This design comes from an exercise in tuning for small area, a short achievable clock period and few clock cycles on the open sky130 flow, not from production work.
The RTL was checked by simulation tests, not by an equivalence proof against the original design.
No activity file was given, so power comes from the tool's default toggle rates.

== v9 ==
## md_unit_iter
module md_unit_iter #(
    parameter int WIDTH   = 32,
    parameter int MUL_LAT = 5
) (
    input  logic             clk,
    input  logic             reset,
    input  logic             start,
    input  logic [3:0]       op,
    input  logic [WIDTH-1:0] rs_val,
    input  logic [WIDTH-1:0] rt_val,
    input  logic             flush,
    output logic             busy,
    output logic             done,
    output logic [WIDTH-1:0] hi,
    output logic [WIDTH-1:0] lo
);
export LEC_CHECK = 0
export CAP_MARGIN = 20
export CORE_MARGIN = 2
export CORE_UTILIZATION = 50
export SLEW_MARGIN = 20
create_clock -name core_clock -period 13.0 [get_ports {clk}]
standard.sh (not shown) runs the stock make flow with config.mk's settings and CLKGATE_MAP_FILE= SYNTH_SCRIPT=/design/flow/synth_recipe.tcl, a recipe that flattens the netlist after the stock synthesis.
==> flow/flow/run.sh <==
#!/bin/bash
set -euo pipefail
MARGIN=$(cat flow/margin.txt)
bash standard.sh SETUP_SLACK_MARGIN=$MARGIN REMOVE_ABC_BUFFERS=1 TNS_END_PERCENT=0 ABC_AREA=1 \
    "BUFFER_PORTS_ARGS=-buffer_cell sky130_fd_sc_hd__buf_4" finish > standard_make.log 2>&1
==> flow/flow/margin.txt <==
9.3
v9 ran to completion and came out clean on the timing, DRC and antenna checks.
Testbench counts of v9, summed over its fixed seeds: cycles 15,759.
--- input diff v9..v34 ---
# v9
export LEC_CHECK = 0
export CAP_MARGIN = 20
export CORE_MARGIN = 2
export CORE_UTILIZATION = 50
export SLEW_MARGIN = 20
create_clock -name core_clock -period 13.0 [get_ports {clk}]
# v34
export LEC_CHECK = 0
export CAP_MARGIN = 20
export CORE_MARGIN = 2
export CORE_UTILIZATION = 40
export SLEW_MARGIN = 20
create_clock -name core_clock -period 13.0 [get_ports {clk}]
==> flow/flow/margin.txt <==
9.0
Notes after the runs:
Data-path buffer share of cell area in the final layout sits lower in v34 than in v9. Going from v9 to v34, first-pass GRT wire length shrank slightly. v34 vs. v9: routed via count about even; routed wire length went down about 1.2%; share of the core filled with cells dropped 11 points; HPWL after detailed placement now sits lower. Compared with v9, v34 shows a lower instance count on the critical path.
Here is what was changed in the inputs of v56 compared with v34.
# v34
export LEC_CHECK = 0
export CAP_MARGIN = 20
export CORE_MARGIN = 2
export CORE_UTILIZATION = 40
export SLEW_MARGIN = 20
create_clock -name core_clock -period 13.0 [get_ports {clk}]
# v56
export LEC_CHECK = 0
export CAP_MARGIN = 20
export CORE_MARGIN = 2
export CORE_UTILIZATION = 50
export SLEW_MARGIN = 20
create_clock -name core_clock -period 13.0 [get_ports {clk}]
==> flow/flow/run.sh <==
#!/bin/bash
set -euo pipefail
MARGIN=$(cat flow/margin.txt)
bash standard.sh SETUP_SLACK_MARGIN=$MARGIN REMOVE_ABC_BUFFERS=1 TNS_END_PERCENT=0 ABC_AREA=0 \
    "BUFFER_PORTS_ARGS=-buffer_cell sky130_fd_sc_hd__buf_4" finish > standard_make.log 2>&1
==> flow/flow/margin.txt <==
9.3
==> comparison <==
Total placed cells including tap cells, v56 vs v34: down by more than 10%. v34 consumes less power than v56. When v56 is set beside v34, its final cell count turns out to be 15% smaller. Comparing met2 global-route usage for v56 and v34, the smaller number came from v34. When the final numbers for v56 and v34 were put side by side, the cell area after technology mapping turned out to be smaller in v34.


run B:
md_unit_iter again, from the RTL that the note above started with.
## md_unit_iter
module md_unit_iter #(
    parameter int WIDTH   = 32,
    parameter int MUL_LAT = 5
) (
    input  logic             clk,
    input  logic             reset,
    input  logic             start,
    input  logic [3:0]       op,
    input  logic [WIDTH-1:0] rs_val,
    input  logic [WIDTH-1:0] rt_val,
    input  logic             flush,
    output logic             busy,
    output logic             done,
    output logic [WIDTH-1:0] hi,
    output logic [WIDTH-1:0] lo
);
    localparam logic [63:0] KOFF = 64'hAAAAAAAC00000000;
    localparam logic [34:0] KROW = 35'(KOFF >> 34);
    logic        st_mul, st_mfin, st_dprep, st_diter;
    logic        busy_q, done_q;
    logic        idle_q;                  
    logic [31:0] hi_q, lo_q;
    logic [2:0]  mstep;                   
    logic [2:0]  acc_s;                   
    logic [5:0]  dcnt;                    
    logic        d_lastq;                 
    logic [32:0] xr;
    logic [34:0] ysh;
    logic        f_sub, f_dsub, a_neg, b_neg;
    logic [5:0]  b_one, b_two, b_ng;      
    logic [34:0] pa, pb;
    logic [11:0] cs, cc;                  
    logic        cy;                      
    logic in_mul, in_div, in_sgn, accept;
    always_comb begin
        in_mul = (op[3] == 1'b0) && (op[2] || !op[1]);
        in_div = (op[3:1] == 3'b001);
        in_sgn = (op[3] == 1'b0) && (op[0] == 1'b0);
    end
    assign accept = start && !flush && idle_q;
    logic [34:0] xe, x2;
    assign xe = {xr[32], xr[32], xr};
    assign x2 = {xr[32], xr, 1'b0};
    logic [34:0] rw0, rw1, rw2, rw3, rw4, rw5, sel5;
    logic [5:0]  nb;
    function automatic logic [34:0] brow(input logic one, input logic two, input logic ng,
                                         input logic [34:0] x1, input logic [34:0] x2);
  ...
export LEC_CHECK = 0
export CAP_MARGIN = 20
export CORE_MARGIN = 2
export CORE_UTILIZATION = 50
export SLEW_MARGIN = 20
create_clock -name core_clock -period 13.0 [get_ports {clk}]
==> flow/flow/run.sh <==
#!/bin/bash
set -euo pipefail
MARGIN=$(cat flow/margin.txt)
bash standard.sh SETUP_SLACK_MARGIN=$MARGIN REMOVE_ABC_BUFFERS=1 TNS_END_PERCENT=0 ABC_AREA=1 \
    "BUFFER_PORTS_ARGS=-buffer_cell sky130_fd_sc_hd__buf_4" finish > standard_make.log 2>&1
==> flow/flow/margin.txt <==
9.6
The flow did not stop early for run B: all stages ran, and the layout cleared the timing, DRC and antenna checks.
Testbench counts of run B, summed over its fixed seeds: cycles 15,759.
#### Input delta (run D over run B)
==> flow/flow/margin.txt <==
9.0
## What came out
- The final weighted congestion in routability-driven placement of run D and that of run B are within noise of each other.
- The final layout from run D, which completed every stage, passed the timing, DRC and antenna checks at the end of the flow.
- In summary, run B completed successfully, with a layout that passed the timing, DRC and antenna checks.
- Diff run B -> run D: total power of the final layout has remained practically unchanged, maximum frequency has decreased, global-route total usage across every layer has remained practically unchanged.
- Changes observed in run D relative to run B: slew of the pin with the lowest slew margin rose by 39 ps, routed length per instance stayed essentially flat.
- Wire length of the first global-routing pass across run B and run D: no real change.
- Looking at run B and run D, the number of global-route vias before repair is a wash.
- In the flow results for run B and run D, the final critical delay including setup and external delays is smaller on run B.
- Run D vs. run B: quantity of gates resized following cts went down by 43.
- For clock network contribution to total cell area, run B and run D come out practically identical.

## re-timing with driven ports
The results above use ideal ports. As a check the final layouts listed here were re-extracted and re-timed, cells and wires unchanged.
Step 1 sets driving cells, clkbuf_16 on the clock port and buf_2 on the other inputs (assumed; they add their load-dependent delay and slew).
Step 2 moves the port delays by t, midway between the first and last clock arrival at a register: inputs arrive t later, outputs are due t later. That takes back most of the time a late clock gives input paths.
a / b / c = ideal / step 1 / step 2; a / b = the first two.
| run | t, ns | setup WS [ns] | cell pins on the clock port's net |
|---|---|---|---|
| v9 | 0.653 | 8.972 / 8.987 / 8.351 | 1 |
| v34 | 0.659 | 8.705 / 8.705 / 8.273 | 1 |
| v56 | 0.645 | 8.932 / 8.932 / 8.356 | 1 |
| run B | 0.653 | 8.972 / 8.987 / 8.351 | 1 |
| run D | 0.653 | 8.942 / 8.946 / 8.293 | 1 |
After both steps setup and hold are still met in every run listed. For run D, which loses most, drivers alone change the setup slack by +0.004 ns; drivers and shift together by -0.649 ns.
